This is an optimization exercise on Yosys and OpenROAD, whose aim is small area, a short achievable clock period and few clock cycles per item, not a production implementation. Function was checked by simulation only, so behaviour that the tests miss may differ from the original. No activity file was given, so power comes from the tool's default toggle rates.

==> flow/flow/run.sh <==
#!/bin/bash
# Standard layout, with the smallest plain buffer on the ports.
set -euo pipefail
export BUFFER_PORTS_ARGS="-buffer_cell sky130_fd_sc_hd__buf_1"
bash standard.sh > standard.log 2>&1
==> flow/standard.sh <==
#!/bin/bash
# synth_recipe.tcl (not shown) runs the flow's synth.tcl, then flattens the netlist and writes it again
# the make line also repeats each setting of config.mk as NAME=value (left out here)
make -C /OpenROAD-flow-scripts/flow DESIGN_CONFIG=/design/flow/config.mk WORK_HOME=/design/flow/orfs CLKGATE_MAP_FILE= SYNTH_SCRIPT=/design/flow/synth_recipe.tcl "${@:-finish}"
==> flow/config.mk <==
export PLATFORM = sky130hd
export DESIGN_NAME = conv1d_top
export DESIGN_NICKNAME = conv1d_top
export VERILOG_FILES = /design/flow/design.v
export SDC_FILE = /design/flow/constraint.sdc
export NUM_CORES = 4
export LEC_CHECK = 0
export CAP_MARGIN = 20
export CORE_MARGIN = 2
export CORE_UTILIZATION = 70
export SETUP_SLACK_MARGIN = 4.8
export SLEW_MARGIN = 20
export SYNTH_HIERARCHICAL = 1
export SYNTH_MINIMUM_KEEP_SIZE = 0
==> flow/constraint.sdc <==
create_clock -name core_clock -period 8.0 [get_ports {clk}]
set_input_delay 1.6000 -clock core_clock [delete_from_list [all_inputs] [get_ports {clk}]]
set_output_delay 1.6000 -clock core_clock [all_outputs]
set_load 0.01 [all_outputs]
==> flow/design.v <==
package conv1d_pkg;
  localparam int ADDR_W   = 7;
  localparam int DATA_W   = 32;
  localparam int SAMPLE_W = 8;
  localparam int NUM_TAPS = 4;
  localparam int COUNT_W  = 7;
  localparam int SUM_W    = 18;
  localparam logic [7:0] REG_CTRL   = 8'h00;
  localparam logic [7:0] REG_STATUS = 8'h04;
  localparam logic [7:0] REG_TAPS   = 8'h08;
  localparam logic [7:0] REG_SRC    = 8'h0C;
  localparam logic [7:0] REG_DST    = 8'h10;
  localparam logic [7:0] REG_COUNT  = 8'h14;
endpackage
module conv1d_fa (
  input  logic a,
  input  logic b,
  input  logic c,
  output logic s,
  output logic co
);
  assign s  = a ^ b ^ c;
  assign co = (a & b) | (a & c) | (b & c);
endmodule
module conv1d_datapath (
  input  logic [3:0][3:0] x_i,
  input  logic [3:0][7:0] t_i,
  input  logic [2:0][17:4] f_n_i,
  output logic [2:0][17:0] r_n_o
);
  logic [3:0][3:0][7:0] pp;
  always_comb begin
    for (int k = 0; k < 4; k++) begin
      for (int i = 0; i < 4; i++) begin
        for (int j = 0; j < 8; j++) begin
          pp[k][i][j] = ~(x_i[k][i] & t_i[k][j]);
        end
      end
    end
  end
  logic s0, c0, s1, c1, s2, c2, s3, c3;
  logic s4, c4, s5, c5, s6, c6, s7, c7;
  logic s8, c8, s9, c9, s10, c10, s11, c11;
  logic s12, c12, s13, c13, s14, c14, s15, c15;
  logic s16, c16, s17, c17, s18, c18, s19, c19;
  logic s20, c20, s21, c21, s22, c22, s23, c23;
  logic s24, c24, s25, c25, s26, c26, s27, c27;
  logic s28, c28, s29, c29, s30, c30, s31, c31;
  logic s32, c32, s33, c33, s34, c34, s35, c35;
  logic s36, c36, s37, c37, s38, c38, s39, c39;
  logic s40, c40, s41, c41, s42, c42, s43, c43;
  logic s44, c44, s45, c45, s46, c46, s47, c47;
  logic s48, c48, s49, c49, s50, c50, s51, c51;
  logic s52, c52, s53, c53, s54, c54, s55, c55;
  logic s56, c56, s57, c57, s58, c58, s59, c59;
  logic s60, c60, s61, c61, s62, c62, s63, c63;
  logic s64, c64, s65, c65, s66, c66, s67, c67;
  logic s68, c68, s69, c69, s70, c70, s71, c71;
  logic s72, c72, s73, c73, s74, c74, s75, c75;
  logic s76, c76, s77, c77, s78, c78, s79, c79;
  logic s80, c80, s81, c81, s82, c82, s83, c83;
  logic s84, c84, s85, c85, s86, c86, s87, c87;
  logic s88, c88, s89, c89, s90, c90, s91, c91;
  logic s92, c92, s93, c93, s94, c94, s95, c95;
  logic s96, c96, s97, c97, s98, c98, s99, c99;
  logic s100, c100, s101, c101, s102, c102, s103, c103;
  logic s104, c104, s105, c105, s106, c106, s107, c107;
  logic s108, c108, s109, c109, s110, c110, s111, c111;
  logic s112, c112, s113, c113, s114, c114, s115, c115;
  logic s116, c116, s117, c117, s118, c118, s119, c119;
  logic s120, c120, s121, c121, s122, c122, s123, c123;
  conv1d_fa u_fa1 (.a(pp[0][0][3]), .b(pp[0][1][2]), .c(pp[0][2][1]), .s(s0), .co(c0));
  conv1d_fa u_fa2 (.a(pp[0][3][0]), .b(pp[1][0][3]), .c(pp[1][1][2]), .s(s1), .co(c1));
  conv1d_fa u_fa3 (.a(pp[0][0][4]), .b(pp[0][1][3]), .c(pp[0][2][2]), .s(s2), .co(c2));
  conv1d_fa u_fa4 (.a(pp[0][3][1]), .b(pp[1][0][4]), .c(pp[1][1][3]), .s(s3), .co(c3));
  conv1d_fa u_fa5 (.a(pp[1][2][2]), .b(pp[1][3][1]), .c(pp[2][0][4]), .s(s4), .co(c4));
  conv1d_fa u_fa6 (.a(pp[2][1][3]), .b(pp[2][2][2]), .c(pp[2][3][1]), .s(s5), .co(c5));
  conv1d_fa u_fa7 (.a(pp[0][0][5]), .b(pp[0][1][4]), .c(pp[0][2][3]), .s(s6), .co(c6));
  conv1d_fa u_fa8 (.a(pp[0][3][2]), .b(pp[1][0][5]), .c(pp[1][1][4]), .s(s7), .co(c7));
  conv1d_fa u_fa9 (.a(pp[1][2][3]), .b(pp[1][3][2]), .c(pp[2][0][5]), .s(s8), .co(c8));
  conv1d_fa u_fa10 (.a(pp[2][1][4]), .b(pp[2][2][3]), .c(pp[2][3][2]), .s(s9), .co(c9));
  conv1d_fa u_fa11 (.a(pp[3][0][5]), .b(pp[3][1][4]), .c(pp[3][2][3]), .s(s10), .co(c10));
  conv1d_fa u_fa12 (.a(pp[0][0][6]), .b(pp[0][1][5]), .c(pp[0][2][4]), .s(s11), .co(c11));
  conv1d_fa u_fa13 (.a(pp[0][3][3]), .b(pp[1][0][6]), .c(pp[1][1][5]), .s(s12), .co(c12));
  conv1d_fa u_fa14 (.a(pp[1][2][4]), .b(pp[1][3][3]), .c(pp[2][0][6]), .s(s13), .co(c13));
  conv1d_fa u_fa15 (.a(pp[2][1][5]), .b(pp[2][2][4]), .c(pp[2][3][3]), .s(s14), .co(c14));
  conv1d_fa u_fa16 (.a(pp[3][0][6]), .b(pp[3][1][5]), .c(pp[3][2][4]), .s(s15), .co(c15));
  conv1d_fa u_fa17 (.a(pp[3][3][3]), .b(f_n_i[0][6]), .c(f_n_i[1][6]), .s(s16), .co(c16));
  conv1d_fa u_fa18 (.a(pp[0][0][7]), .b(pp[0][1][6]), .c(pp[0][2][5]), .s(s17), .co(c17));
  conv1d_fa u_fa19 (.a(pp[0][3][4]), .b(pp[1][0][7]), .c(pp[1][1][6]), .s(s18), .co(c18));
  conv1d_fa u_fa20 (.a(pp[1][2][5]), .b(pp[1][3][4]), .c(pp[2][0][7]), .s(s19), .co(c19));
  conv1d_fa u_fa21 (.a(pp[2][1][6]), .b(pp[2][2][5]), .c(pp[2][3][4]), .s(s20), .co(c20));
  conv1d_fa u_fa22 (.a(pp[3][0][7]), .b(pp[3][1][6]), .c(pp[3][2][5]), .s(s21), .co(c21));
  conv1d_fa u_fa23 (.a(pp[3][3][4]), .b(f_n_i[0][7]), .c(f_n_i[1][7]), .s(s22), .co(c22));
  conv1d_fa u_fa24 (.a(pp[0][1][7]), .b(pp[0][2][6]), .c(pp[0][3][5]), .s(s23), .co(c23));
  conv1d_fa u_fa25 (.a(pp[1][1][7]), .b(pp[1][2][6]), .c(pp[1][3][5]), .s(s24), .co(c24));
  conv1d_fa u_fa26 (.a(pp[2][1][7]), .b(pp[2][2][6]), .c(pp[2][3][5]), .s(s25), .co(c25));
  conv1d_fa u_fa27 (.a(pp[3][1][7]), .b(pp[3][2][6]), .c(pp[3][3][5]), .s(s26), .co(c26));
  conv1d_fa u_fa28 (.a(pp[0][2][7]), .b(pp[0][3][6]), .c(pp[1][2][7]), .s(s27), .co(c27));
  conv1d_fa u_fa29 (.a(pp[0][0][2]), .b(pp[0][1][1]), .c(pp[0][2][0]), .s(s28), .co(c28));
  conv1d_fa u_fa30 (.a(pp[1][0][2]), .b(pp[1][1][1]), .c(pp[1][2][0]), .s(s29), .co(c29));
  conv1d_fa u_fa31 (.a(pp[1][2][1]), .b(pp[1][3][0]), .c(pp[2][0][3]), .s(s30), .co(c30));
  conv1d_fa u_fa32 (.a(pp[2][1][2]), .b(pp[2][2][1]), .c(pp[2][3][0]), .s(s31), .co(c31));
  conv1d_fa u_fa33 (.a(pp[3][0][3]), .b(pp[3][1][2]), .c(pp[3][2][1]), .s(s32), .co(c32));
  conv1d_fa u_fa34 (.a(pp[3][0][4]), .b(pp[3][1][3]), .c(pp[3][2][2]), .s(s33), .co(c33));
  conv1d_fa u_fa35 (.a(pp[3][3][1]), .b(f_n_i[0][4]), .c(f_n_i[1][4]), .s(s34), .co(c34));
  conv1d_fa u_fa36 (.a(f_n_i[2][4]), .b(c0), .c(c1), .s(s35), .co(c35));
  conv1d_fa u_fa37 (.a(s2), .b(s3), .c(s4), .s(s36), .co(c36));
  conv1d_fa u_fa38 (.a(pp[3][3][2]), .b(f_n_i[0][5]), .c(f_n_i[1][5]), .s(s37), .co(c37));
  conv1d_fa u_fa39 (.a(f_n_i[2][5]), .b(c2), .c(c3), .s(s38), .co(c38));
  conv1d_fa u_fa40 (.a(c4), .b(c5), .c(s6), .s(s39), .co(c39));
  conv1d_fa u_fa41 (.a(s7), .b(s8), .c(s9), .s(s40), .co(c40));
  conv1d_fa u_fa42 (.a(f_n_i[2][6]), .b(c6), .c(c7), .s(s41), .co(c41));
  conv1d_fa u_fa43 (.a(c8), .b(c9), .c(c10), .s(s42), .co(c42));
  conv1d_fa u_fa44 (.a(s11), .b(s12), .c(s13), .s(s43), .co(c43));
  conv1d_fa u_fa45 (.a(s14), .b(s15), .c(s16), .s(s44), .co(c44));
  conv1d_fa u_fa46 (.a(f_n_i[2][7]), .b(c11), .c(c12), .s(s45), .co(c45));
  conv1d_fa u_fa47 (.a(c13), .b(c14), .c(c15), .s(s46), .co(c46));
  conv1d_fa u_fa48 (.a(s17), .b(s18), .c(s19), .s(s47), .co(c47));
  conv1d_fa u_fa49 (.a(s20), .b(s21), .c(c16), .s(s48), .co(c48));
  conv1d_fa u_fa50 (.a(f_n_i[0][8]), .b(f_n_i[1][8]), .c(f_n_i[2][8]), .s(s49), .co(c49));
  conv1d_fa u_fa51 (.a(c17), .b(c18), .c(c19), .s(s50), .co(c50));
  conv1d_fa u_fa52 (.a(c20), .b(c21), .c(s23), .s(s51), .co(c51));
  conv1d_fa u_fa53 (.a(s24), .b(s25), .c(s26), .s(s52), .co(c52));
  conv1d_fa u_fa54 (.a(pp[1][3][6]), .b(pp[2][2][7]), .c(pp[2][3][6]), .s(s53), .co(c53));
  conv1d_fa u_fa55 (.a(pp[3][2][7]), .b(pp[3][3][6]), .c(f_n_i[0][9]), .s(s54), .co(c54));
  conv1d_fa u_fa56 (.a(f_n_i[1][9]), .b(f_n_i[2][9]), .c(c23), .s(s55), .co(c55));
  conv1d_fa u_fa57 (.a(c24), .b(c25), .c(c26), .s(s56), .co(c56));
  conv1d_fa u_fa58 (.a(pp[0][3][7]), .b(pp[1][3][7]), .c(pp[2][3][7]), .s(s57), .co(c57));
  conv1d_fa u_fa59 (.a(pp[3][3][7]), .b(f_n_i[0][10]), .c(f_n_i[1][10]), .s(s58), .co(c58));
  conv1d_fa u_fa60 (.a(pp[0][0][1]), .b(pp[0][1][0]), .c(pp[1][0][1]), .s(s59), .co(c59));
  conv1d_fa u_fa61 (.a(pp[2][0][2]), .b(pp[2][1][1]), .c(pp[2][2][0]), .s(s60), .co(c60));
  conv1d_fa u_fa62 (.a(pp[3][0][2]), .b(pp[3][1][1]), .c(pp[3][2][0]), .s(s61), .co(c61));
  conv1d_fa u_fa63 (.a(pp[3][3][0]), .b(c28), .c(c29), .s(s62), .co(c62));
  conv1d_fa u_fa64 (.a(s30), .b(s31), .c(s32), .s(s63), .co(c63));
  conv1d_fa u_fa65 (.a(c30), .b(c31), .c(c32), .s(s64), .co(c64));
  conv1d_fa u_fa66 (.a(s33), .b(s5), .c(s34), .s(s65), .co(c65));
  conv1d_fa u_fa67 (.a(c33), .b(s10), .c(c34), .s(s66), .co(c66));
  conv1d_fa u_fa68 (.a(s37), .b(c35), .c(c36), .s(s67), .co(c67));
  conv1d_fa u_fa69 (.a(s38), .b(s39), .c(s40), .s(s68), .co(c68));
  conv1d_fa u_fa70 (.a(c37), .b(c38), .c(c39), .s(s69), .co(c69));
  conv1d_fa u_fa71 (.a(c40), .b(s41), .c(s42), .s(s70), .co(c70));
  conv1d_fa u_fa72 (.a(s43), .b(s44), .c(1'b1), .s(s71), .co(c71));
  conv1d_fa u_fa73 (.a(s22), .b(c41), .c(c42), .s(s72), .co(c72));
  conv1d_fa u_fa74 (.a(c43), .b(s45), .c(s46), .s(s73), .co(c73));
  conv1d_fa u_fa75 (.a(s47), .b(c44), .c(s48), .s(s74), .co(c74));
  conv1d_fa u_fa76 (.a(c22), .b(s49), .c(c45), .s(s75), .co(c75));
  conv1d_fa u_fa77 (.a(c46), .b(c47), .c(s50), .s(s76), .co(c76));
  conv1d_fa u_fa78 (.a(s51), .b(s52), .c(c48), .s(s77), .co(c77));
  conv1d_fa u_fa79 (.a(s53), .b(s27), .c(c49), .s(s78), .co(c78));
  conv1d_fa u_fa80 (.a(s54), .b(c50), .c(c51), .s(s79), .co(c79));
  conv1d_fa u_fa81 (.a(c52), .b(s55), .c(s56), .s(s80), .co(c80));
  conv1d_fa u_fa82 (.a(f_n_i[2][10]), .b(c53), .c(c27), .s(s81), .co(c81));
  conv1d_fa u_fa83 (.a(s57), .b(c54), .c(s58), .s(s82), .co(c82));
  conv1d_fa u_fa84 (.a(c55), .b(c56), .c(1'b1), .s(s83), .co(c83));
  conv1d_fa u_fa85 (.a(f_n_i[0][11]), .b(f_n_i[1][11]), .c(f_n_i[2][11]), .s(s84), .co(c84));
  conv1d_fa u_fa86 (.a(pp[1][1][0]), .b(pp[2][0][1]), .c(pp[2][1][0]), .s(s85), .co(c85));
  conv1d_fa u_fa87 (.a(c59), .b(s60), .c(s61), .s(s86), .co(c86));
  conv1d_fa u_fa88 (.a(c60), .b(c61), .c(s0), .s(s87), .co(c87));
  conv1d_fa u_fa89 (.a(s1), .b(s62), .c(s63), .s(s88), .co(c88));
  conv1d_fa u_fa90 (.a(c62), .b(c63), .c(s64), .s(s89), .co(c89));
  conv1d_fa u_fa91 (.a(s35), .b(s36), .c(s65), .s(s90), .co(c90));
  conv1d_fa u_fa92 (.a(c64), .b(c65), .c(s66), .s(s91), .co(c91));
  conv1d_fa u_fa93 (.a(s67), .b(s68), .c(1'b1), .s(s92), .co(c92));
  conv1d_fa u_fa94 (.a(c66), .b(c67), .c(c68), .s(s93), .co(c93));
  conv1d_fa u_fa95 (.a(s69), .b(s70), .c(s71), .s(s94), .co(c94));
  conv1d_fa u_fa96 (.a(c69), .b(c70), .c(s72), .s(s95), .co(c95));
  conv1d_fa u_fa97 (.a(s73), .b(c71), .c(s74), .s(s96), .co(c96));
  conv1d_fa u_fa98 (.a(c72), .b(c73), .c(s75), .s(s97), .co(c97));
  conv1d_fa u_fa99 (.a(s76), .b(c74), .c(s77), .s(s98), .co(c98));
  conv1d_fa u_fa100 (.a(s78), .b(c75), .c(c76), .s(s99), .co(c99));
  conv1d_fa u_fa101 (.a(s79), .b(s80), .c(c77), .s(s100), .co(c100));
  conv1d_fa u_fa102 (.a(s81), .b(c78), .c(s82), .s(s101), .co(c101));
  conv1d_fa u_fa103 (.a(c79), .b(c80), .c(s83), .s(s102), .co(c102));
  conv1d_fa u_fa104 (.a(c57), .b(c58), .c(s84), .s(s103), .co(c103));
  conv1d_fa u_fa105 (.a(c81), .b(c82), .c(c83), .s(s104), .co(c104));
  conv1d_fa u_fa106 (.a(f_n_i[0][12]), .b(f_n_i[1][12]), .c(f_n_i[2][12]), .s(s105), .co(c105));
  conv1d_fa u_fa107 (.a(pp[0][0][0]), .b(pp[1][0][0]), .c(pp[2][0][0]), .s(s106), .co(c106));
  conv1d_fa u_fa108 (.a(pp[3][0][1]), .b(pp[3][1][0]), .c(s85), .s(s107), .co(c107));
  conv1d_fa u_fa109 (.a(c85), .b(s28), .c(s29), .s(s108), .co(c108));
  conv1d_fa u_fa110 (.a(c86), .b(s87), .c(s88), .s(s109), .co(c109));
  conv1d_fa u_fa111 (.a(c87), .b(c88), .c(s89), .s(s110), .co(c110));
  conv1d_fa u_fa112 (.a(c89), .b(c90), .c(s91), .s(s111), .co(c111));
  conv1d_fa u_fa113 (.a(c91), .b(c92), .c(s93), .s(s112), .co(c112));
  conv1d_fa u_fa114 (.a(c93), .b(s95), .c(c94), .s(s113), .co(c113));
  conv1d_fa u_fa115 (.a(c95), .b(s97), .c(c96), .s(s114), .co(c114));
  conv1d_fa u_fa116 (.a(c97), .b(s99), .c(c98), .s(s115), .co(c115));
  conv1d_fa u_fa117 (.a(c99), .b(s101), .c(s102), .s(s116), .co(c116));
  conv1d_fa u_fa118 (.a(s103), .b(c101), .c(c102), .s(s117), .co(c117));
  conv1d_fa u_fa119 (.a(c84), .b(s105), .c(c103), .s(s118), .co(c118));
  conv1d_fa u_fa120 (.a(f_n_i[0][13]), .b(f_n_i[1][13]), .c(f_n_i[2][13]), .s(s119), .co(c119));
  conv1d_fa u_fa121 (.a(f_n_i[0][14]), .b(f_n_i[1][14]), .c(f_n_i[2][14]), .s(s120), .co(c120));
  conv1d_fa u_fa122 (.a(f_n_i[0][15]), .b(f_n_i[1][15]), .c(f_n_i[2][15]), .s(s121), .co(c121));
  conv1d_fa u_fa123 (.a(f_n_i[0][16]), .b(f_n_i[1][16]), .c(f_n_i[2][16]), .s(s122), .co(c122));
  conv1d_fa u_fa124 (.a(f_n_i[0][17]), .b(f_n_i[1][17]), .c(f_n_i[2][17]), .s(s123), .co(c123));
  assign r_n_o[0][0] = pp[3][0][0];
  assign r_n_o[1][0] = s106;
  assign r_n_o[2][0] = 1'b1;
  assign r_n_o[0][1] = c106;
  assign r_n_o[1][1] = s59;
  assign r_n_o[2][1] = s107;
  assign r_n_o[0][2] = c107;
  assign r_n_o[1][2] = s108;
  assign r_n_o[2][2] = s86;
  assign r_n_o[0][3] = c108;
  assign r_n_o[1][3] = s109;
  assign r_n_o[2][3] = 1'b1;
  assign r_n_o[0][4] = s90;
  assign r_n_o[1][4] = c109;
  assign r_n_o[2][4] = s110;
  assign r_n_o[0][5] = c110;
  assign r_n_o[1][5] = s92;
  assign r_n_o[2][5] = s111;
  assign r_n_o[0][6] = c111;
  assign r_n_o[1][6] = s94;
  assign r_n_o[2][6] = s112;
  assign r_n_o[0][7] = s96;
  assign r_n_o[1][7] = c112;
  assign r_n_o[2][7] = s113;
  assign r_n_o[0][8] = s98;
  assign r_n_o[1][8] = c113;
  assign r_n_o[2][8] = s114;
  assign r_n_o[0][9] = s100;
  assign r_n_o[1][9] = c114;
  assign r_n_o[2][9] = s115;
  assign r_n_o[0][10] = c100;
  assign r_n_o[1][10] = s116;
  assign r_n_o[2][10] = c115;
  assign r_n_o[0][11] = s104;
  assign r_n_o[1][11] = c116;
  assign r_n_o[2][11] = s117;
  assign r_n_o[0][12] = c104;
  assign r_n_o[1][12] = s118;
  assign r_n_o[2][12] = c117;
  assign r_n_o[0][13] = c105;
  assign r_n_o[1][13] = s119;
  assign r_n_o[2][13] = c118;
  assign r_n_o[0][14] = c119;
  assign r_n_o[1][14] = s120;
  assign r_n_o[2][14] = 1'b1;
  assign r_n_o[0][15] = c120;
  assign r_n_o[1][15] = s121;
  assign r_n_o[2][15] = 1'b1;
  assign r_n_o[0][16] = c121;
  assign r_n_o[1][16] = s122;
  assign r_n_o[2][16] = 1'b1;
  assign r_n_o[0][17] = c122;
  assign r_n_o[1][17] = s123;
  assign r_n_o[2][17] = 1'b1;
endmodule
`timescale 1ns/1ps
module conv1d_top (
  input  logic        clk,
  input  logic        rst_n,
  input  logic        psel_i,
  input  logic        penable_i,
  input  logic        pwrite_i,
  input  logic [7:0]  paddr_i,
  input  logic [31:0] pwdata_i,
  output logic [31:0] prdata_o,
  output logic        pready_o,
  output logic        pslverr_o,
  output logic        mem_req_o,
  output logic        mem_we_o,
  output logic [6:0]  mem_addr_o,
  output logic [31:0] mem_wdata_o,
  input  logic [31:0] mem_rdata_i,
  output logic        done_o
);
  localparam int SW = conv1d_pkg::SUM_W;
  logic sel_ctrl_q, sel_stat_q, sel_taps_q, sel_src_q, sel_dst_q, sel_cnt_q, bad_q;
  always_ff @(posedge clk) begin
    sel_ctrl_q <= (paddr_i == conv1d_pkg::REG_CTRL);
    sel_stat_q <= (paddr_i == conv1d_pkg::REG_STATUS);
    sel_taps_q <= (paddr_i == conv1d_pkg::REG_TAPS);
    sel_src_q  <= (paddr_i == conv1d_pkg::REG_SRC);
    sel_dst_q  <= (paddr_i == conv1d_pkg::REG_DST);
    sel_cnt_q  <= (paddr_i == conv1d_pkg::REG_COUNT);
    bad_q      <= !(paddr_i == conv1d_pkg::REG_CTRL  || paddr_i == conv1d_pkg::REG_STATUS ||
                    paddr_i == conv1d_pkg::REG_TAPS  || paddr_i == conv1d_pkg::REG_SRC ||
                    paddr_i == conv1d_pkg::REG_DST   || paddr_i == conv1d_pkg::REG_COUNT);
  end
  logic wr;
  assign wr        = psel_i & penable_i & pwrite_i;
  assign pready_o  = 1'b1;
  assign pslverr_o = bad_q;
  logic [31:0] taps_q;
  logic [6:0]  src_q, dst_q, cnt_q;
  always_ff @(posedge clk or posedge rst_n) begin
    if (rst_n) begin
      taps_q <= '0;
      src_q  <= '0;
      dst_q  <= '0;
      cnt_q  <= '0;
    end else begin
      if (wr && sel_taps_q) taps_q <= pwdata_i;
      if (wr && sel_src_q)  src_q  <= pwdata_i[6:0];
      if (wr && sel_dst_q)  dst_q  <= pwdata_i[6:0];
      if (wr && sel_cnt_q)  cnt_q  <= pwdata_i[6:0];
    end
  end
  logic       run_q;      
  logic       done_q;
  logic       req_q, we_q;
  logic       ph_q;       
  logic [1:0] fs_q;       
  logic [6:0] wl_q;       
  logic [6:0] rdp_q, wrp_q;
  logic       rv_q;       
  logic start, setup_start, idle;
  logic spec_q;           
  assign start       = wr & sel_ctrl_q & pwdata_i[0] & ~run_q;
  assign setup_start = psel_i & ~penable_i & pwrite_i & (paddr_i == conv1d_pkg::REG_CTRL) &
                       pwdata_i[0] & ~run_q & (cnt_q != '0);
  assign idle        = ~run_q & ~spec_q;
  logic       rd_now, wr_now;
  logic [6:0] wl_d;
  assign rd_now = req_q & ~we_q;
  assign wr_now = req_q & we_q;
  assign wl_d   = wl_q - {6'd0, wr_now};
  logic nx_rd, nx_wr, last;
  always_comb begin
    nx_rd = 1'b0;
    nx_wr = 1'b0;
    last  = 1'b0;
    if (run_q || (start && spec_q)) begin
      if (!ph_q) begin
        nx_rd = fs_q[1] || (wl_d > ((fs_q == 2'd1) ? 7'd1 : 7'd2));
      end else if (fs_q == 2'd3) begin
        nx_rd = 1'b1;
      end else if (fs_q == 2'd0) begin
        nx_wr = 1'b1;
        last  = (wl_q == 7'd1);
      end
    end
  end
  always_ff @(posedge clk or posedge rst_n) begin
    if (rst_n) begin
      run_q  <= 1'b0;
      done_q <= 1'b0;
      req_q  <= 1'b0;
      spec_q <= 1'b0;
    end else begin
      spec_q <= setup_start;
      if (start) begin
        run_q  <= (cnt_q != '0);
        done_q <= (cnt_q == '0);
      end else if (last) begin
        run_q  <= 1'b0;
        done_q <= 1'b1;
      end
      req_q <= setup_start | (start & ~spec_q & (cnt_q != '0)) | nx_rd | nx_wr;
    end
  end
  logic ph_d;
  assign ph_d = idle ? 1'b0 : ~ph_q;
  always_ff @(posedge clk) ph_q <= ph_d;
  always_ff @(posedge clk) begin
    rv_q <= rd_now;
    if (idle) begin
      we_q  <= 1'b0;
      fs_q  <= 2'd3;
      wl_q  <= cnt_q;
      rdp_q <= src_q;
      wrp_q <= dst_q;
    end else begin
      we_q <= nx_wr;
      if (ph_q && fs_q != 2'd0) fs_q <= fs_q - 2'd1;
      wl_q <= wl_d;
      if (rd_now) rdp_q <= rdp_q + 7'd1;
      if (wr_now) wrp_q <= wrp_q + 7'd1;
    end
  end
  assign mem_req_o  = req_q;
  assign mem_we_o   = we_q;
  assign mem_addr_o = we_q ? wrp_q : rdp_q;
  logic [3:0][7:0] w_q;
  logic [3:0][7:0] w_src;
  always_comb begin
    for (int k = 0; k < 3; k++) w_src[k] = rv_q ? w_q[k+1] : w_q[k];
    w_src[3] = rv_q ? (ph_q ? {mem_rdata_i[3:0], mem_rdata_i[7:4]} : mem_rdata_i[7:0]) : w_q[3];
  end
  always_ff @(posedge clk) begin
    for (int k = 0; k < 4; k++) w_q[k] <= {w_src[k][3:0], w_src[k][7:4]};
  end
  logic [3:0][3:0] xn;
  always_comb begin
    for (int k = 0; k < 4; k++) xn[k] = w_q[k][3:0];
  end
  logic [2:0][SW-1:0]   r_n_q, r_n_d;
  logic [2:0][SW-1:4]   f_n;
  always_comb begin
    for (int r = 0; r < 3; r++) f_n[r] = r_n_q[r][SW-5:0] | {(SW-4){ph_q}};
  end
  conv1d_datapath u_dp (
    .x_i   (xn),
    .t_i   (taps_q),
    .f_n_i (f_n),
    .r_n_o (r_n_d)
  );
  always_ff @(posedge clk) r_n_q <= r_n_d;
  logic [SW-1:0] res_q;
  always_ff @(posedge clk) begin
    res_q <= ~(r_n_q[0] + r_n_q[1] + r_n_q[2] + SW'(2));
  end
  assign mem_wdata_o = {{(32-SW){1'b0}}, res_q};
  always_comb begin
    prdata_o = '0;
    prdata_o |= {32{sel_taps_q}} & taps_q;
    prdata_o[6:0] |= ({7{sel_src_q}} & src_q) | ({7{sel_dst_q}} & dst_q) | ({7{sel_cnt_q}} & cnt_q);
    prdata_o[1:0] |= {2{sel_stat_q}} & {done_q, run_q};
  end
  assign done_o = done_q;
endmodule
==> results.py, run 1 <==
metrics = {
    "clock_network": {
        "clkLatencyLatePin_ns": 0.44,
        "cts_tree": "yes",
        "cts_buffer_depth": 2,
        "cts_root_buffer": "clkbuf_16",
        "cts_made_buffers": 17,
        "clkTransAtPathRegs_ns": 0.07,
        "clkSinkCount": 194,
        "htreeDepth": 4,
    },
    "yosys": {
        "netlist_instances": 1039,
        "synth_seq_cells": 194,
        "synth_seq_area_share_pct": 36.33,
        "synth_edf_count": 14,
        "avgSynthCellArea_um2": 11.42,
        "async_flop_share_pct": 29.38,
        "ys.flop_type": "dfxtp_1",
        "yosys.cell_types.count": 60,
        "synth_area_um2": 11860,
        "yosysWarnings": 8,
    },
    "global_route": {
        "grt_pass1_vias": 7822,
        "overflow": 0,
        "antenna_found_initial": 1,
        "grt_first_pass_wirelength_mm": 40.45,
        "grtUsageTotal_pct": 29.57,
        "grt_max_degree": 58,
    },
    "timing": {
        "holdWs_ns": 0.4577,
        "drv_slew": 0,
        "period_needed_ns": 3.167,
        "timing.fmax_ghz": 0.3158,
        "slew_headroom_pct": 45.00,
        "fin_crit_sh_pct": 39.59,
        "fin_tns_setup_ns": 0,
        "tightestPinTransition_ns": 0.8233,
        "hold_viol": 0,
        "setup_violations": 0,
        "rsz0062_at_grt": "yes",
        "skew_ns": 0.008367,
    },
    "placed_design": {
        "globalplace.congestion": 0.9012,
        "io_buffers": 113,
        "hpwl_mm": 18.88,
    },
    "job": {
        "max-cap-violations": 0,
    },
    "floorplan": {
        "core_area_um2": 16580,
        "io-pin-count": 153,
        "die-area_um2": 18000,
        "die_w_um": 134.2,
        "rows": 47,
        "initial_utilization_pct": 71.53,
        "die_y_um": 134.2,
    },
    "detailed_routing": {
        "drt_pass1_iterations": 6,
        "wl_per_cell_um": 18.96,
        "drtIter0Drc": 458,
        "vias": 7652,
        "avgViaCountPerCell": 5.775,
        "routed_wl_mm": 25.13,
        "drc": 0,
        "postRouteAntennaNets": 0,
    },
    "layout": {
        "finalNetCount": 1338,
        "layout-drive-gt1-share_pct": 20.56,
        "syn_to_final_growth_pct": 6.509,
        "n_fill_cell": 1183,
    },
    "min_path": {
        "hold_class": "reg -> reg",
    },
    "run_status": {
        "status": "complete, no violations",
    },
    "setup_path": {
        "critPathLaunchType": "flip-flop",
        "worstSetupPathType": "reg -> reg",
        "cp_data_required_time_ns": 8.31,
        "cp_max_fo": 6,
        "crit_path_end_kind": "flip-flop",
        "cp_data_arrival_time_ns": 3.48,
    },
    "power_and_ir_drop": {
        "vdd_drop_max_mv": 0.1471,
        "powerDensity_nw_per_um2": 187.5,
        "p_leak_nw": 4.451,
    },
}
what timing repair did:
item                                    4_1_cts  5_1_grt
pin swaps                                     0        2
setup buffers                                 0        6
gates cloned                                  0        0
hold buffers                                  0        0
gates resized for setup                      22       33
endpoints found under the setup margin       46       11
synth_stat cells (all sizes together), types with 4 or more instances:
master  number  area [um2]
a211oi       5       42.54
a21o         8       60.06
a21oi       39       195.2
a22oi       12       90.09
and2        26       162.7
and3         7       46.29
buf         92       729.4
clkbuf      19       71.32
dfrtp       57        1426
dfxtp      123        2462
edfxtp      14       420.4
fa         141        2823
ha          29       362.9
inv         18       67.56
mux2        86       968.4
mux2i        8       80.08
nand2      160       600.6
nand3       10       50.05
nor2        47       176.4
nor2b        4       25.02
nor3         6       41.29
nor3b        4       41.29
nor4         4       25.02
o211ai       4       30.03
o21ai        8       40.04
or2         44       277.8
xnor2       20       175.2
xor2        11       96.34
per-module statistics from Yosys (local to each module, per instance):
module,area [um2],flops+latches,cells
conv1d_datapath,1070,0,199
conv1d_top,8309,194,716
conv1d_fa,20.02,0,1
registers in the layout (all words and copies together) (netlist names), 2 cells and up:
name    count
wl_q        7
wrp_q       7
fs_q        2
res_q      18
cnt_q       7
w_q        32
dst_q       7
rdp_q       7
r_n_q      54
taps_q     32
src_q       7
worst max-delay path: stages, from the launching register on:
cell	delay (ns)
dfrtp_1	0.53
nand2_1	0.15
fa_1	0.51
fa_2	0.56
fa_1	0.43
fa_1	0.41
fa_1	0.45
kinds of logic after synthesis:
kind of cell | Yosys count | share of synthesized area, %
AOI/OAI and AO/OA | 94 | 5.264
other | 3 | 0.09493
adders and majority gates | 170 | 26.86
and+or+nand+nor | 324 | 13.01
muxes | 94 | 8.840
DFF | 194 | 36.33
xor gates and xnor gates | 31 | 2.289
buffers and inverters | 129 | 7.321
per-stage QoR:
step	area [um2]	util, %	worst slack [ns]	instances	total power (W)
finish	12630	76.18	4.833	1325	0.002369
detailed placement	11880	71.65	4.424	1286	0.001519
floorplan	11980	-	4.826	1060	0.001444
CTS	12520	75.51	4.787	1318	0.002383
global route	12630	76.17	4.780	1324	0.002481
global placement	11880	71.65	4.470	1286	0.001504
power by group:
part	switching (W)	total [W]	internal, W
Combinational	0.000232	0.000414	0.000183
Sequential	0.0000341	0.00108	0.00105
Clock	0.000409	0.000875	0.000466
cell usage in the layout (no fill, tap or decap), drive strengths merged, types with 5 or more instances in the layout:
cell    count
a211oi      5
a21o        8
a21oi      39
a22oi      12
and2       26
and3        7
buf       123
clkbuf     20
clkinv      5
conb       24
dfrtp      57
dfxtp     123
edfxtp     14
fa        141
ha         29
inv        24
mux2       86
mux2i       8
nand2     160
nand3      10
nor2       47
nor3        6
o21ai       8
or2        44
xnor2      20
xor2       11
worst paths after layout:
| kind | start | to | slack, ns | cells past startpoint |
|---|---|---|---|---|
| max in group asynchronous | rst_n | taps_q[4] | 6.11 | 3 |
| worst max register to register | taps_q[29] | r_n_q[43] | 4.83 | 6 |
| worst min-delay path | w_q[7] | w_q[3] | 0.46 | 1 |
| worst max-delay path | taps_q[29] | r_n_q[43] | 4.83 | 6 |
| worst min register to register | w_q[7] | w_q[3] | 0.46 | 1 |
| min in group asynchronous | rst_n | taps_q[12] | 1.35 | 3 |
layout make-up:
cell class	instances	area, um2	area share, %
multi-input cells	737	6780	53.67
flip-flops and latches	194	4390	34.75
repair buffers	123	506.7	4.011
clock buffers	20	500.5	3.962
well taps	220	275.3	2.179
clock inverters	12	110.1	0.8715
inverters	18	67.56	0.5348
diodes	1	2.502	0.01981
routing by layer:
metal | track usage [%] | wire length, um | up-vias
met5 | 0 | 0 | -
li1 | - | - | 3445
met4 | 9.766 | 575 | 0
met3 | 7.785 | 2031 | 47
met1 | 40.88 | 10810 | 3845
met2 | 46.20 | 11710 | 315
Testbench counts, summed over its fixed seeds: cycles 5,000, items 1,988.
==> run 2, diff against run 1 <==
--- a/flow/config.mk
+++ b/flow/config.mk
@@ -9,3 +9,3 @@
 export CORE_MARGIN = 2
-export CORE_UTILIZATION = 70
+export CORE_UTILIZATION = 40
 export SETUP_SLACK_MARGIN = 4.8
==> run 2 against run 1 <==
Die area increased by 72%. Utilization is 32 points lower. Cell area grew 1.7%. Area after synthesis unchanged. Wire length rose by 1.2%. Largest power group unchanged.
==> results.py, run 2 <==
metrics = {
    "clock_network": {
        "cts_tree": "yes",
        "cts_root_buffer": "clkbuf_16",
        "clkLatencyLatePin_ns": 0.44,
        "hold_buffers": 0,
        "cts_buffer_depth": 2,
        "htreeDepth": 4,
        "clkSinkCount": 194,
        "cts_made_buffers": 17,
        "clkTransAtPathRegs_ns": 0.08,
    },
    "setup_path": {
        "worstSetupPathType": "reg -> reg",
        "critPathLaunchType": "flip-flop",
        "crit_path_start": "taps_q[20]",
        "crit_path_end_kind": "flip-flop",
        "crit_chain": "nand2_1 -> fa_1 -> fa_1 -> fa_1 -> fa_1 -> fa_1",
        "reg2regPathDepth": 6,
        "worst_path_max_delay_cell": "fa_1",
        "path_buf_inv": 0,
        "cp.depth": 6,
        "r2r_start": "taps_q[20]",
        "critPathMaxStageDelay_ns": 0.57,
        "cp_data_required_time_ns": 8.31,
        "cp_max_fo": 6,
        "cpLargestDelayFamily": "adder cells",
        "cp_data_arrival_time_ns": 3.47,
        "cpMostUsedCell": "fa_1",
    },
    "detailed_routing": {
        "wl_per_cell_um": 17.03,
        "drtIter0Drc": 411,
        "avgViaCountPerCell": 4.895,
        "drc": 0,
        "drt_pass1_iterations": 5,
        "vias": 7308,
        "routed_wl_mm": 25.43,
        "postRouteAntennaNets": 0,
    },
    "global_route": {
        "grt_max_degree": 58,
        "grt_pass1_vias": 7346,
        "grtUsageTotal_pct": 17.00,
        "overflow": 0,
        "antenna_found_initial": 0,
        "grt_first_pass_wirelength_mm": 40.54,
    },
    "placed_design": {
        "dp_cells": 1456,
        "dp_slack_ns": 4.141,
        "hpwl_mm": 19.89,
        "globalplace.congestion": 0.8739,
        "io_buffers": 113,
    },
    "floorplan": {
        "io-pin-count": 153,
        "die_y_um": 176.2,
        "core_area_um2": 29400,
        "die_w_um": 176.2,
        "rows": 63,
        "initial_utilization_pct": 40.34,
        "die-area_um2": 31050,
    },
    "timing": {
        "tightestPinTransition_ns": 0.8129,
        "fin_tns_setup_ns": 0,
        "drv_slew": 0,
        "hold_viol": 0,
        "setup_violations": 0,
        "holdWs_ns": 0.4672,
        "setup_ws_ns": 4.836,
        "rsz0062_at_grt": "yes",
        "slew_headroom_pct": 45.70,
        "skew_ns": 0.01792,
        "period_needed_ns": 3.164,
        "timing.fmax_ghz": 0.3161,
        "fin_crit_sh_pct": 39.55,
    },
    "layout": {
        "top_regs": "r_n_q (54), taps_q (32), w_q (32)",
        "finalNonFillerCells": 1493,
        "seq_area_um2": 4373,
        "layout_commonest_cell": "nand2_1",
        "syn_to_final_growth_pct": 8.312,
        "multi_input_area_um2": 6778,
        "regMostFlops": "r_n_q",
        "num_antenna_cells": 0,
        "largest_reg_flops": 54,
        "n_fill_cell": 2778,
        "finalNetCount": 1337,
        "final_cell_mix": "nand2_1, fa_1, buf_1",
        "layout-drive-gt1-share_pct": 20.40,
    },
    "power_and_ir_drop": {
        "internal_power_w": 0.001665,
        "switching_share_pct": 30.36,
        "power_frac_comb_pct": 17.2,
        "clockPowerShare_pct": 37.6,
        "p_switching_w": 0.0007261,
        "vdd_drop_max_mv": 0.1802,
        "seq_power_share_pct": 45.2,
        "powerDensity_nw_per_um2": 186.1,
        "p_leak_nw": 4.452,
    },
    "yosys": {
        "async_flop_share_pct": 29.38,
        "synth_area_um2": 11860,
        "synth_edf_count": 14,
        "synth_seq_area_share_pct": 36.33,
        "synthTopCellsByArea": "fa_1, dfxtp_1, dfrtp_1",
        "synth_common_cells": "nand2_1, fa_1, dfxtp_1, mux2_2, buf_4",
        "yosys.cell_types.count": 60,
        "netlist_instances": 1039,
        "netlist.area_leader.share_pct": 23.80,
        "avgSynthCellArea_um2": 11.42,
        "yosys.area.top_type": "fa_1",
        "ys.flop_type": "dfxtp_1",
        "yosysWarnings": 8,
        "synth_seq_cells": 194,
        "synth_most_common_cell": "nand2_1",
    },
    "run_status": {
        "status": "complete, no violations",
    },
    "min_path": {
        "hold_depth": 1,
        "hold_class": "reg -> reg",
        "min_from": "w_q[5]",
    },
    "job": {
        "max-cap-violations": 0,
    },
}
-- run 2: cell count changes in the layout (fill, tap and decap cells not counted), moves of 3 or more --
cell       delta
clkinv_8      +7
clkbuf_16     -3
dfxtp_2       +9
clkinv_4      -3
inv_12        +3
dfxtp_4       -7
-- run 2: final cells by class --
type                       instances  share of cell area, %
multi-input combinational        737                  52.76
sequential                       194                  34.04
timing repair buffer             122                  3.886
tap                              390                  3.798
clock buffer                      17                  3.311
clock inverter                    15                  1.685
inverter                          18                 0.5259
-- run 2: modules after synthesis, one instance, submodules excluded --
module | flip-flops and latches | cells inside | cell area [um2]
conv1d_datapath | 0 | 199 | 1070
conv1d_top | 194 | 716 | 8309
conv1d_fa | 0 | 1 | 20.02
-- run 2: cell families (layout without fill, tap and decap cells) --
family | after synthesis | count (layout) | share of synthesized area [%]
AO/OA/AOI/OAI | 94 | 94 | 5.264
multiplexers | 94 | 94 | 8.840
AND/OR/NAND/NOR | 324 | 324 | 13.01
adder cells (fa/ha/maj) | 170 | 170 | 26.86
XOR/XNOR | 31 | 31 | 2.289
other | 3 | 24 | 0.09493
buffers and inverters | 129 | 172 | 7.321
flip-flops | 194 | 194 | 36.33
-- run 2: path summary, 6_finish.rpt --
path	to	slack (ns)
setup / recovery	r_n_q[42]	4.84
hold / removal	w_q[1]	0.47
setup reg to reg	r_n_q[42]	4.84
hold reg to reg	w_q[1]	0.47
max in group asynchronous	taps_q[3]	6.11
min in group asynchronous	taps_q[8]	1.35
-- run 2: what timing repair did --
action                     4_1_cts  5_1_grt
buffers inserted                 1        4
setup endpoints to repair       56       11
gates cloned                     0        0
resized for setup               24       24
pin swaps                        1        2
-- run 2: metal layers --
layer	GRT usage (%)	vias to the layer above	share of wire (%)	wire (um)
met5	0	-	0	0
met4	4.201	0	1.3	334
met3	2.606	23	4.4	1125
met2	26.81	201	45	11460
met1	24.63	3642	49	12510
li1	-	3442	-	-
-- run 2: through the flow --
| stage | cell area, um2 | utilization, % | power [W] |
|---|---|---|---|
| 2_1_floorplan | 11980 | - | 0.001444 |
| 3_3_place_gp | 12090 | 41.13 | 0.001514 |
| 3_5_place_dp | 12090 | 41.13 | 0.001520 |
| 4_1_cts | 12780 | 43.47 | 0.002425 |
| 5_1_grt | 12850 | 43.70 | 0.002526 |
| 6_report | 12850 | 43.70 | 0.002391 |
-- run 2: power by group through the flow --
stage / registers (W) / clock network, W / logic [W]
after floorplan: 0.00112 / 0 / 0.000327
after global placement: 0.00111 / 0 / 0.000408
after detailed placement: 0.00111 / 0 / 0.000413
after CTS: 0.00108 / 0.000926 / 0.000415
after global routing: 0.00109 / 0.000966 / 0.000470
final: 0.00108 / 0.000899 / 0.000410
-- run 2: worst register-to-register path: stages, from the launching register on --
cell,delay [ns]
dfrtp_1,0.47
nand2_1,0.12
fa_1,0.52
fa_1,0.57
fa_1,0.46
fa_1,0.44
fa_1,0.46
==> run 3, diff against run 2 <==
--- a/flow/config.mk
+++ b/flow/config.mk
@@ -7,5 +7,6 @@
 export LEC_CHECK = 0
+export ABC_AREA = 1
 export CAP_MARGIN = 20
 export CORE_MARGIN = 2
-export CORE_UTILIZATION = 40
+export CORE_UTILIZATION = 65
 export SETUP_SLACK_MARGIN = 4.8
==> run 3 against run 2 <==
Sequential share of layout area is 0.34 points lower. Power is 15% higher. Utilization is 26 points higher. Via count is 17% higher. Highest routed layer unchanged.
==> results.py, run 3 <==
metrics = {
    "timing": {
        "timing.fmax_ghz": 0.3103,
        "tightestPinTransition_ns": 0.9335,
        "setup_ws_ns": 4.777,
        "period_needed_ns": 3.223,
        "hold_viol": 0,
        "rsz0062_at_grt": "yes",
        "fin_crit_sh_pct": 40.28,
        "skew_ns": 0.01741,
        "fin_tns_setup_ns": 0,
        "slew_headroom_pct": 37.76,
        "drv_slew": 0,
        "setup_violations": 0,
    },
    "global_route": {
        "grt_max_degree": 58,
        "grt_pass1_vias": 8381,
        "antenna_found_initial": 2,
        "grt_first_pass_wirelength_mm": 43.58,
        "grtUsageTotal_pct": 28.42,
        "overflow": 0,
    },
    "yosys": {
        "yosysWarnings": 8,
        "synth_area_um2": 12250,
        "netlist.area_leader.share_pct": 23.04,
        "avgSynthCellArea_um2": 9.505,
        "synthTopCellsByArea": "fa_1, dfxtp_1, nand2_1",
        "ys.flop_type": "dfxtp_1",
        "synth_most_common_cell": "nand2_1",
        "netlist_instances": 1289,
        "synth_seq_cells": 194,
        "yosys.area.top_type": "fa_1",
        "yosys.cell_types.count": 42,
        "synth_common_cells": "nand2_1, fa_1, dfxtp_1, inv_1, buf_4",
        "synth_edf_count": 14,
        "async_flop_share_pct": 29.38,
        "synth_seq_area_share_pct": 35.17,
    },
    "detailed_routing": {
        "drt_pass1_iterations": 5,
        "routed_wl_mm": 28.08,
        "avgViaCountPerCell": 5.410,
        "vias": 8585,
        "drtIter0Drc": 616,
        "wl_per_cell_um": 17.70,
        "postRouteAntennaNets": 0,
        "drc": 0,
    },
    "setup_path": {
        "reg2regPathDepth": 7,
        "worstSetupPathType": "reg -> reg",
        "critPathLaunchType": "flip-flop",
        "r2r_start": "ph_q",
        "cp_data_required_time_ns": 8.30,
        "cp_data_arrival_time_ns": 3.52,
        "crit_path_end_kind": "flip-flop",
        "r2r-end": "r_n_q[43]",
        "ff2ff_setup_slack_ns": 4.78,
        "cp_max_fo": 6,
    },
    "floorplan": {
        "core_area_um2": 18580,
        "io-pin-count": 153,
        "die-area_um2": 19960,
        "rows": 50,
        "initial_utilization_pct": 65.94,
        "die_y_um": 141.3,
        "die_w_um": 141.3,
    },
    "power_and_ir_drop": {
        "powerDensity_nw_per_um2": 211.5,
        "switching_share_pct": 34.01,
        "vdd_drop_max_mv": 0.1506,
        "p_switching_w": 0.0009343,
        "p_leak_nw": 5.009,
        "power_frac_comb_pct": 28.5,
        "clockPowerShare_pct": 29.8,
        "internal_power_w": 0.001813,
        "seq_power_share_pct": 41.7,
    },
    "layout": {
        "finalNonFillerCells": 1587,
        "largest_reg_flops": 54,
        "final_cell_mix": "nand2_1, fa_1, buf_1",
        "top_regs": "r_n_q (54), taps_q (32), w_q (32)",
        "num_antenna_cells": 0,
        "syn_to_final_growth_pct": 6.005,
        "regMostFlops": "r_n_q",
        "finalNetCount": 1587,
        "layout_commonest_cell": "nand2_1",
        "layout-drive-gt1-share_pct": 12.42,
    },
    "placed_design": {
        "dp_slack_ns": 4.514,
        "io_buffers": 113,
        "dp_cells": 1546,
        "hpwl_mm": 21.11,
        "globalplace.congestion": 0.9094,
    },
    "clock_network": {
        "clkLatencyLatePin_ns": 0.44,
        "cts_tree": "yes",
        "cts_root_buffer": "clkbuf_16",
        "clkSinkCount": 194,
        "hold_buffers": 0,
        "cts_buffer_depth": 2,
        "htreeDepth": 4,
        "cts_made_buffers": 17,
        "clkTransAtPathRegs_ns": 0.08,
    },
    "min_path": {
        "min_from": "w_q[22]",
        "hold_depth": 2,
        "hold_end": "w_q[10]",
        "hold_class": "reg -> reg",
    },
    "run_status": {
        "status": "complete, no violations",
    },
    "job": {
        "max-cap-violations": 0,
    },
}
## run 3: stage by stage
step | hold slack, ns | power [W] | instance area (um2) | utilization, %
2_1_floorplan | 0.4257 | 0.001799 | 12370 | -
3_5_place_dp | 0.4422 | 0.001954 | 12240 | 65.87
3_3_place_gp | 0.4373 | 0.001939 | 12240 | 65.87
6_report | 0.4506 | 0.002747 | 12990 | 69.90
5_1_grt | 0.4746 | 0.002923 | 12990 | 69.90
4_1_cts | 0.4517 | 0.002770 | 12840 | 69.09
## run 3: cell type report
type | instances | area [um2]
fill | 1482 | 5593
sequential | 194 | 4377
clock inverter | 13 | 115.1
clock buffer | 19 | 442.9
tap | 234 | 292.8
timing repair buffer | 126 | 573.1
multi-input combinational | 899 | 6803
inverter | 102 | 384.1
## run 3: repair_timing
item / CTS / global route
pin swaps: 0 / 6
buffers inserted: 0 / 7
resized for setup: 23 / 28
setup endpoints to repair: 16 / 9
cloned: 0 / 2
## run 3: how the worst max path moves through the flow
stage / start / endpoint / slack, ns / depth (start not counted)
final: ph_q / r_n_q[43] / 4.78 / 7
after global routing: ph_q / r_n_q[43] / 4.70 / 7
after CTS: taps_q[4] / r_n_q[45] / 4.80 / 6
after detailed placement: ph_q / r_n_q[42] / 4.51 / 7
after global placement: ph_q / r_n_q[42] / 4.57 / 7
after floorplan: ph_q / r_n_q[44] / 4.83 / 9
## run 3: critical path: stages (launching register included)
cell and delay, ns:
dfxtp_4 0.36, buf_12 0.13, or2_4 0.25, fa_2 0.55
fa_2 0.45, fa_1 0.49, fa_2 0.40, fa_1 0.45
## run 3: modules after synthesis, one instance, submodules excluded
| module | copies in the design | cell area (um2) | flops+latches |
|---|---|---|---|
| conv1d_top | 1 | 8700 | 194 |
| conv1d_datapath | 1 | 1070 | 0 |
| conv1d_fa | 124 | 20.02 | 0 |
## run 3: kinds of logic after synthesis
logic type | synth area share (%)
flops | 35.17
xor+xnor | 1.358
compound gates | 5.014
buf+inv | 10.09
simple gates | 18.57
other cells | 0.09191
fa+ha+maj | 26.00
mux | 3.707
## run 3: power groups by stage
| stage | clock network, W | logic, W | registers [W] |
|---|---|---|---|
| 2_1_floorplan | 0 | 0.000628 | 0.00117 |
| 3_3_place_gp | 0 | 0.000771 | 0.00117 |
| 3_5_place_dp | 0 | 0.000785 | 0.00117 |
| 4_1_cts | 0.000829 | 0.000792 | 0.00115 |
| 5_1_grt | 0.000868 | 0.000896 | 0.00116 |
| 6_report | 0.000818 | 0.000782 | 0.00115 |
## run 3: metal layers
metal	up-vias	wire [um]	global-route usage, %
li1	4043	-	-
met1	4156	12140	40.11
met2	330	13150	44.28
met3	56	2149	6.919
met4	0	639	8.526
met5	-	0	0
==> run 4, diff against run 3 <==
--- a/flow/config.mk
+++ b/flow/config.mk
@@ -7,3 +7,2 @@
 export LEC_CHECK = 0
-export ABC_AREA = 1
 export CAP_MARGIN = 20
==> run 4 against run 3 <==
Sequential share of layout area grew 1.1 points. Die area shrank 3.1%. Synthesized cell count fell by 19%. Utilization about the same. Area after synthesis down 3.2%. Worst hold slack better by 0.012 ns. Non-clock buffer count down 7. Combinational power shrank 48%. Cell area fell by 3.4%. Register-to-register slack better by 0.07 ns. Fmax grew 2.2%.
==> results.py, run 4 <==
metrics = {
    "clock_network": {
        "htreeDepth": 4,
        "cts_root_buffer": "clkbuf_16",
        "hold_buffers": 0,
        "cts_made_buffers": 17,
        "cts_tree": "yes",
        "cts_buffer_depth": 2,
        "clkTransAtPathRegs_ns": 0.07,
        "clkLatencyLatePin_ns": 0.44,
        "clkSinkCount": 194,
    },
    "detailed_routing": {
        "routed_wl_mm": 24.73,
        "wl_met2_mm": 11.38,
        "wl_per_cell_um": 18.61,
        "vias": 7377,
        "avgViaCountPerCell": 5.551,
        "drt_pass1_iterations": 5,
        "wl_met1_mm": 11.21,
        "postRouteAntennaNets": 0,
        "wl_met3_mm": 1.822,
        "highest_layer": "met4",
        "drc": 0,
        "drtIter0Drc": 364,
    },
    "global_route": {
        "grt_pass1_vias": 7622,
        "grt_max_degree": 58,
        "grt_first_pass_wirelength_mm": 40.16,
        "antenna_found_initial": 0,
        "overflow": 0,
        "grtUsageTotal_pct": 26.84,
    },
    "layout": {
        "final_cell_mix": "nand2_1, fa_1, buf_1",
        "largest_reg_flops": 54,
        "syn_to_final_growth_pct": 5.812,
        "layout_commonest_cell": "nand2_1",
        "regMostFlops": "r_n_q",
        "finalNetCount": 1334,
        "layout-drive-gt1-share_pct": 19.82,
        "top_regs": "r_n_q (54), taps_q (32), w_q (32)",
        "n_fill_cell": 1369,
        "num_antenna_cells": 0,
    },
    "timing": {
        "timing.fmax_ghz": 0.3171,
        "skew_ns": 0.008861,
        "slew_headroom_pct": 45.92,
        "setup_ws_ns": 4.847,
        "tightestPinTransition_ns": 0.8111,
        "rsz0062_at_grt": "yes",
        "fin_crit_sh_pct": 39.42,
        "drv_slew": 0,
        "setup_violations": 0,
        "fin_tns_setup_ns": 0,
        "period_needed_ns": 3.153,
        "hold_viol": 0,
    },
    "floorplan": {
        "die_w_um": 139.1,
        "io-pin-count": 153,
        "die-area_um2": 19340,
        "initial_utilization_pct": 66.03,
        "rows": 49,
        "die_y_um": 139.1,
        "core_area_um2": 17960,
    },
    "yosys": {
        "synthTopCellsByArea": "fa_1, dfxtp_1, dfrtp_1",
        "synth_area_um2": 11860,
        "synth_seq_area_share_pct": 36.33,
        "netlist_instances": 1039,
        "yosysWarnings": 8,
        "avgSynthCellArea_um2": 11.42,
        "synth_seq_cells": 194,
        "async_flop_share_pct": 29.38,
        "netlist.area_leader.share_pct": 23.80,
        "synth_common_cells": "nand2_1, fa_1, dfxtp_1, mux2_2, buf_4",
        "ys.flop_type": "dfxtp_1",
        "yosys.area.top_type": "fa_1",
        "synth_most_common_cell": "nand2_1",
        "synth_edf_count": 14,
        "yosys.cell_types.count": 60,
    },
    "placed_design": {
        "globalplace.congestion": 0.8933,
        "hpwl_mm": 19.05,
        "dp_slack_ns": 4.587,
        "io_buffers": 113,
    },
    "power_and_ir_drop": {
        "vdd_drop_max_mv": 0.1951,
        "powerDensity_nw_per_um2": 184.9,
        "p_leak_nw": 4.412,
    },
    "setup_path": {
        "cp_max_fo": 9,
        "crit_chain": "nand2_1 -> fa_1 -> fa_1 -> fa_1 -> fa_1 -> fa_1",
        "worst_path_max_delay_cell": "fa_1",
        "critPathMaxStageDelay_ns": 0.55,
        "critPathLaunchType": "flip-flop",
        "crit_path_end_kind": "flip-flop",
        "cpMostUsedCell": "fa_1",
        "cp_data_required_time_ns": 8.32,
        "worstSetupPathType": "reg -> reg",
        "cp_data_arrival_time_ns": 3.47,
    },
    "run_status": {
        "status": "complete, no violations",
    },
    "job": {
        "max-cap-violations": 0,
    },
    "min_path": {
        "hold_class": "reg -> reg",
    },
}
## run 4: repair_timing
item | 4_1_cts | 5_1_grt
hold endpoints to repair | 0 | 0
buffers inserted | 0 | 2
setup endpoints to repair | 44 | 19
gates resized for setup | 17 | 28
pin swaps | 0 | 2
## run 4: path summary, 6_finish.rpt
| kind | startpoint | end | slack [ns] | depth (start not counted) |
|---|---|---|---|---|
| max | w_q[0] | r_n_q[44] | 4.85 | 6 |
| min | w_q[4] | w_q[0] | 0.46 | 1 |
| max reg2reg | w_q[0] | r_n_q[44] | 4.85 | 6 |
| min reg2reg | w_q[4] | w_q[0] | 0.46 | 1 |
| max in group asynchronous | rst_n | taps_q[3] | 6.11 | 3 |
| min in group asynchronous | rst_n | run_q | 1.37 | 3 |
## run 4: logic make-up (layout without fill, tap and decap cells)
kind of cell    Yosys count  in the layout  share of synthesized area, %
simple gates            324            324                         13.01
other cells               3             24                       0.09493
compound gates           94             94                         5.264
flops                   194            194                         36.33
buf+inv                 129            169                         7.321
mux                      94             94                         8.840
xor+xnor                 31             31                         2.289
fa+ha+maj               170            170                         26.86
## run 4: final cells by class
cell class	instances	area, um2	share of cell area [%]
Multi-Input combinational cell	737	6778	54.00
Sequential cell	194	4373	34.84
Timing Repair Buffer	119	473.0	3.768
Clock buffer	18	450.4	3.589
Tap cell	229	286.5	2.283
Clock inverter	14	122.6	0.9770
Inverter	18	67.56	0.5383
## run 4: through the flow
| step | hold slack, ns | utilization, % | area (um2) | power, W | std cells |
|---|---|---|---|---|---|
| 6_report | 0.4629 | 69.87 | 12550 | 0.002321 | 1329 |
| 5_1_grt | 0.4688 | 69.87 | 12550 | 0.002431 | 1329 |
| 4_1_cts | 0.4611 | 69.52 | 12490 | 0.002338 | 1327 |
| 3_5_place_dp | 0.4404 | 66.20 | 11890 | 0.001515 | 1295 |
| 3_3_place_gp | 0.4405 | 66.20 | 11890 | 0.001507 | 1295 |
| 2_1_floorplan | 0.4340 | - | 11980 | 0.001444 | 1060 |
## run 4: metal layers
metal,vias to the layer above,global-route usage [%]
li1,3431,-
met1,3682,37.61
met2,238,42.23
met3,26,7.251
met4,0,6.805
met5,-,0
## run 4: report_power, final
| part | total [W] | internal [W] | switching, W |
|---|---|---|---|
| clock | 0.000833 | 0.000427 | 0.000406 |
| sequential | 0.00108 | 0.00105 | 0.0000329 |
| combinational | 0.000409 | 0.000182 | 0.000228 |
| total | 0.00232 | 0.00165 | 0.000666 |
## run 4: Yosys stat by module, one instance, submodules excluded
module           flops+latches  cells
conv1d_fa                    0      1
conv1d_datapath              0    199
conv1d_top                 194    716
## run 4: worst max-delay path, delay by kind of cell, from the launching register on
family	cells	cell delay, ns
adders and majority gates	5	2.44
DFF	1	0.45
and+or+nand+nor	1	0.12
==> run 5, diff against run 4 <==
--- a/flow/config.mk
+++ b/flow/config.mk
@@ -10,3 +10,3 @@
 export CORE_UTILIZATION = 65
-export SETUP_SLACK_MARGIN = 4.8
+export SETUP_SLACK_MARGIN = 4.75
 export SLEW_MARGIN = 20
==> run 5 against run 4 <==
Still clean. Die area unchanged. Via count up 1.3%. Power up 0.19%. Fmax down 0.33%. Sequential share of layout area down 0.083 points. Cell count about the same. Clock-buffer cell count up 5. Global-route usage about the same. Combinational power about the same. Wire length about the same. Clock skew about the same. Critical path depth unchanged. Highest routed layer unchanged.
==> results.py, run 5 <==
metrics = {
    "power_and_ir_drop": {
        "vdd_drop_max_mv": 0.1729,
        "powerDensity_nw_per_um2": 185.7,
        "p_leak_nw": 4.419,
        "total_power_w": 0.002325,
    },
    "layout": {
        "final_cell_mix": "nand2_1, fa_1, buf_1",
        "finalNonFillerCells": 1328,
        "regMostFlops": "r_n_q",
        "largest_reg_flops": 54,
        "layout-drive-gt1-share_pct": 18.38,
        "top_regs": "r_n_q (54), taps_q (32), w_q (32)",
        "n_fill_cell": 1335,
        "num_antenna_cells": 0,
        "finalNetCount": 1333,
        "syn_to_final_growth_pct": 5.548,
        "layout_commonest_cell": "nand2_1",
    },
    "run_status": {
        "status": "complete, no violations",
    },
    "yosys": {
        "synth_seq_cells": 194,
        "avgSynthCellArea_um2": 11.42,
        "yosys.area.top_type": "fa_1",
        "async_flop_share_pct": 29.38,
        "netlist_instances": 1039,
        "yosysWarnings": 8,
        "synthTopCellsByArea": "fa_1, dfxtp_1, dfrtp_1",
        "synth_common_cells": "nand2_1, fa_1, dfxtp_1, mux2_2, buf_4",
        "ys.flop_type": "dfxtp_1",
        "synth_most_common_cell": "nand2_1",
        "synth_edf_count": 14,
        "synth_area_um2": 11860,
        "synth_seq_area_share_pct": 36.33,
        "netlist.area_leader.share_pct": 23.80,
        "yosys.cell_types.count": 60,
    },
    "clock_network": {
        "htreeDepth": 4,
        "clkSinkCount": 194,
        "clkTransAtPathRegs_ns": 0.07,
        "cts_buffer_depth": 2,
        "cts_made_buffers": 17,
        "hold_buffers": 0,
        "cts_tree": "yes",
        "clkLatencyLatePin_ns": 0.44,
        "cts_root_buffer": "clkbuf_16",
    },
    "global_route": {
        "grt_pass1_vias": 7645,
        "antenna_found_initial": 0,
        "grtUsageTotal_pct": 26.81,
        "grt_first_pass_wirelength_mm": 39.93,
        "overflow": 0,
        "grt_max_degree": 58,
    },
    "detailed_routing": {
        "avgViaCountPerCell": 5.630,
        "drtIter0Drc": 552,
        "wl_per_cell_um": 18.63,
        "drc": 0,
        "drt_pass1_iterations": 5,
        "routed_wl_mm": 24.74,
        "postRouteAntennaNets": 0,
        "vias": 7476,
    },
    "timing": {
        "timing.fmax_ghz": 0.3161,
        "setup_violations": 0,
        "rsz0062_at_grt": "yes",
        "drv_slew": 0,
        "hold_viol": 0,
        "fin_crit_sh_pct": 39.55,
        "tightestPinTransition_ns": 0.8349,
        "period_needed_ns": 3.164,
        "skew_ns": 0.008834,
        "fin_tns_setup_ns": 0,
        "slew_headroom_pct": 44.22,
    },
    "placed_design": {
        "hpwl_mm": 18.84,
        "dp_cells": 1295,
        "io_buffers": 113,
        "globalplace.congestion": 0.8788,
    },
    "setup_path": {
        "worstSetupPathType": "reg -> reg",
        "cp_max_fo": 19,
        "crit_path_end_kind": "flip-flop",
        "path_buf_inv": 0,
        "worst_path_max_delay_cell": "fa_2",
        "critPathLaunchType": "flip-flop",
        "cp_data_arrival_time_ns": 3.47,
        "crit_chain": "or2_2 -> fa_1 -> fa_2 -> fa_1 -> fa_1 -> fa_1",
        "cp_data_required_time_ns": 8.31,
        "cpMostUsedCell": "fa_1",
        "critPathMaxStageDelay_ns": 0.56,
        "reg2regPathDepth": 6,
        "cp.depth": 6,
        "cpLargestDelayFamily": "adder cells",
    },
    "floorplan": {
        "rows": 49,
        "initial_utilization_pct": 66.03,
        "die_w_um": 139.1,
        "io-pin-count": 153,
        "die-area_um2": 19340,
        "die_y_um": 139.1,
        "core_area_um2": 17960,
    },
    "min_path": {
        "hold_class": "reg -> reg",
        "hold_depth": 1,
    },
    "job": {
        "max-cap-violations": 0,
    },
}
## run 5: cell types whose count changed in the layout (fill, tap and decap cells not counted), moves of 4 or more
cell / delta
dfrtp_2: -9
dfxtp_2: +4
dfxtp_4: -4
dfrtp_1: +9
clkbuf_1: +4
## run 5: modules after synthesis (local to each module, per instance)
module,times used,flops+latches,cell area (um2)
conv1d_datapath,1,0,1070
conv1d_top,1,194,8309
conv1d_fa,124,0,20.02
## run 5: path summary, 6_finish.rpt
path,startpoint,to,slack [ns]
worst min register to register,w_q[7],w_q[3],0.46
worst max-delay path,ph_q,r_n_q[43],4.84
max in group asynchronous,rst_n,taps_q[6],6.09
worst max register to register,ph_q,r_n_q[43],4.84
min in group asynchronous,rst_n,taps_q[11],1.37
worst min-delay path,w_q[7],w_q[3],0.46
## run 5: repair_timing
item	CTS	global route
setup endpoints to repair	44	24
resized for setup	10	22
buffers inserted	0	1
## run 5: cell families (layout without fill, tap and decap cells)
group	Yosys count	after routing	share of synthesized area (%)
AND/OR/NAND/NOR	324	324	13.01
flip-flops	194	194	36.33
multiplexers	94	94	8.840
other	3	24	0.09493
buffers and inverters	129	168	7.321
adder cells (fa/ha/maj)	170	170	26.86
AO/OA/AOI/OAI	94	94	5.264
XOR/XNOR	31	31	2.289
## run 5: layout make-up
class	count	area (um2)	share of cell area [%]
repair buffers	118	471.7	3.768
flip-flops and latches	194	4352	34.76
multi-input cells	737	6768	54.06
clock inverters	9	95.09	0.7595
well taps	229	286.5	2.289
inverters	18	67.56	0.5397
clock buffers	23	479.2	3.828
## run 5: power breakdown
group | switching, W | internal (W)
Combinational | 0.000228 | 0.000181
Sequential | 0.0000329 | 0.00105
Clock | 0.000374 | 0.000461
Total | 0.000635 | 0.00169
## run 5: layer usage
metal / global-route usage [%] / wire [um] / up-vias
met1: 38.95 / 11320 / 3741
met3: 5.145 / 1565 / 39
met4: 7.815 / 487 / 0
li1: - / - / 3431
met5: 0 / 0 / -
met2: 41.74 / 11370 / 265
## run 5: metrics by stage
| step | setup slack [ns] | instance area (um2) | utilization, % | hold slack [ns] |
|---|---|---|---|---|
| after CTS | 4.715 | 12470 | 69.43 | 0.4588 |
| after floorplan | 4.755 | 11960 | - | 0.4340 |
| after global routing | 4.733 | 12520 | 69.69 | 0.4789 |
| after global placement | 4.454 | 11880 | 66.15 | 0.4382 |
| final | 4.836 | 12520 | 69.69 | 0.4577 |
| after detailed placement | 4.393 | 11880 | 66.15 | 0.4423 |

==> separate check: timing with driven ports <==
The results above use ideal ports. As a check the final layouts listed here were re-extracted and re-timed, cells and wires unchanged. Step 1, drivers: a clkbuf_16 drives clk and a buf_2 each remaining input, both assumed. Step 2 adds t to the input delays and takes it off the output delays; t is the mean of the earliest and latest rising clock arrival at the registers after step 1. Input paths then give back, and output paths get back, about the clock's delay inside the block. Three values: ideal ports, drivers, drivers and shift; two values: the first two.
| run | t (ns) | setup WS [ns] | worst hold slack (ns) | worst setup path after step 2 | latest minus earliest clock arrival (ns) |
|---|---|---|---|---|---|
| run 1 | 0.480 | 4.833 / 4.833 / 4.833 | 0.458 / 0.458 / 0.458 | register to register | 0.011 / 0.010 |
| run 2 | 0.482 | 4.836 / 4.799 / 4.836 | 0.467 / 0.467 / 0.467 | register to register | 0.019 / 0.020 |
| run 3 | 0.473 | 4.777 / 4.777 / 4.777 | 0.451 / 0.451 / 0.451 | register to register | 0.018 / 0.018 |
| run 4 | 0.481 | 4.847 / 4.837 / 4.847 | 0.463 / 0.463 / 0.463 | register to register | 0.011 / 0.010 |
| run 5 | 0.474 | 4.836 / 4.836 / 4.836 | 0.458 / 0.458 / 0.458 | register to register | 0.009 / 0.010 |
After both steps every run listed still meets setup and hold.
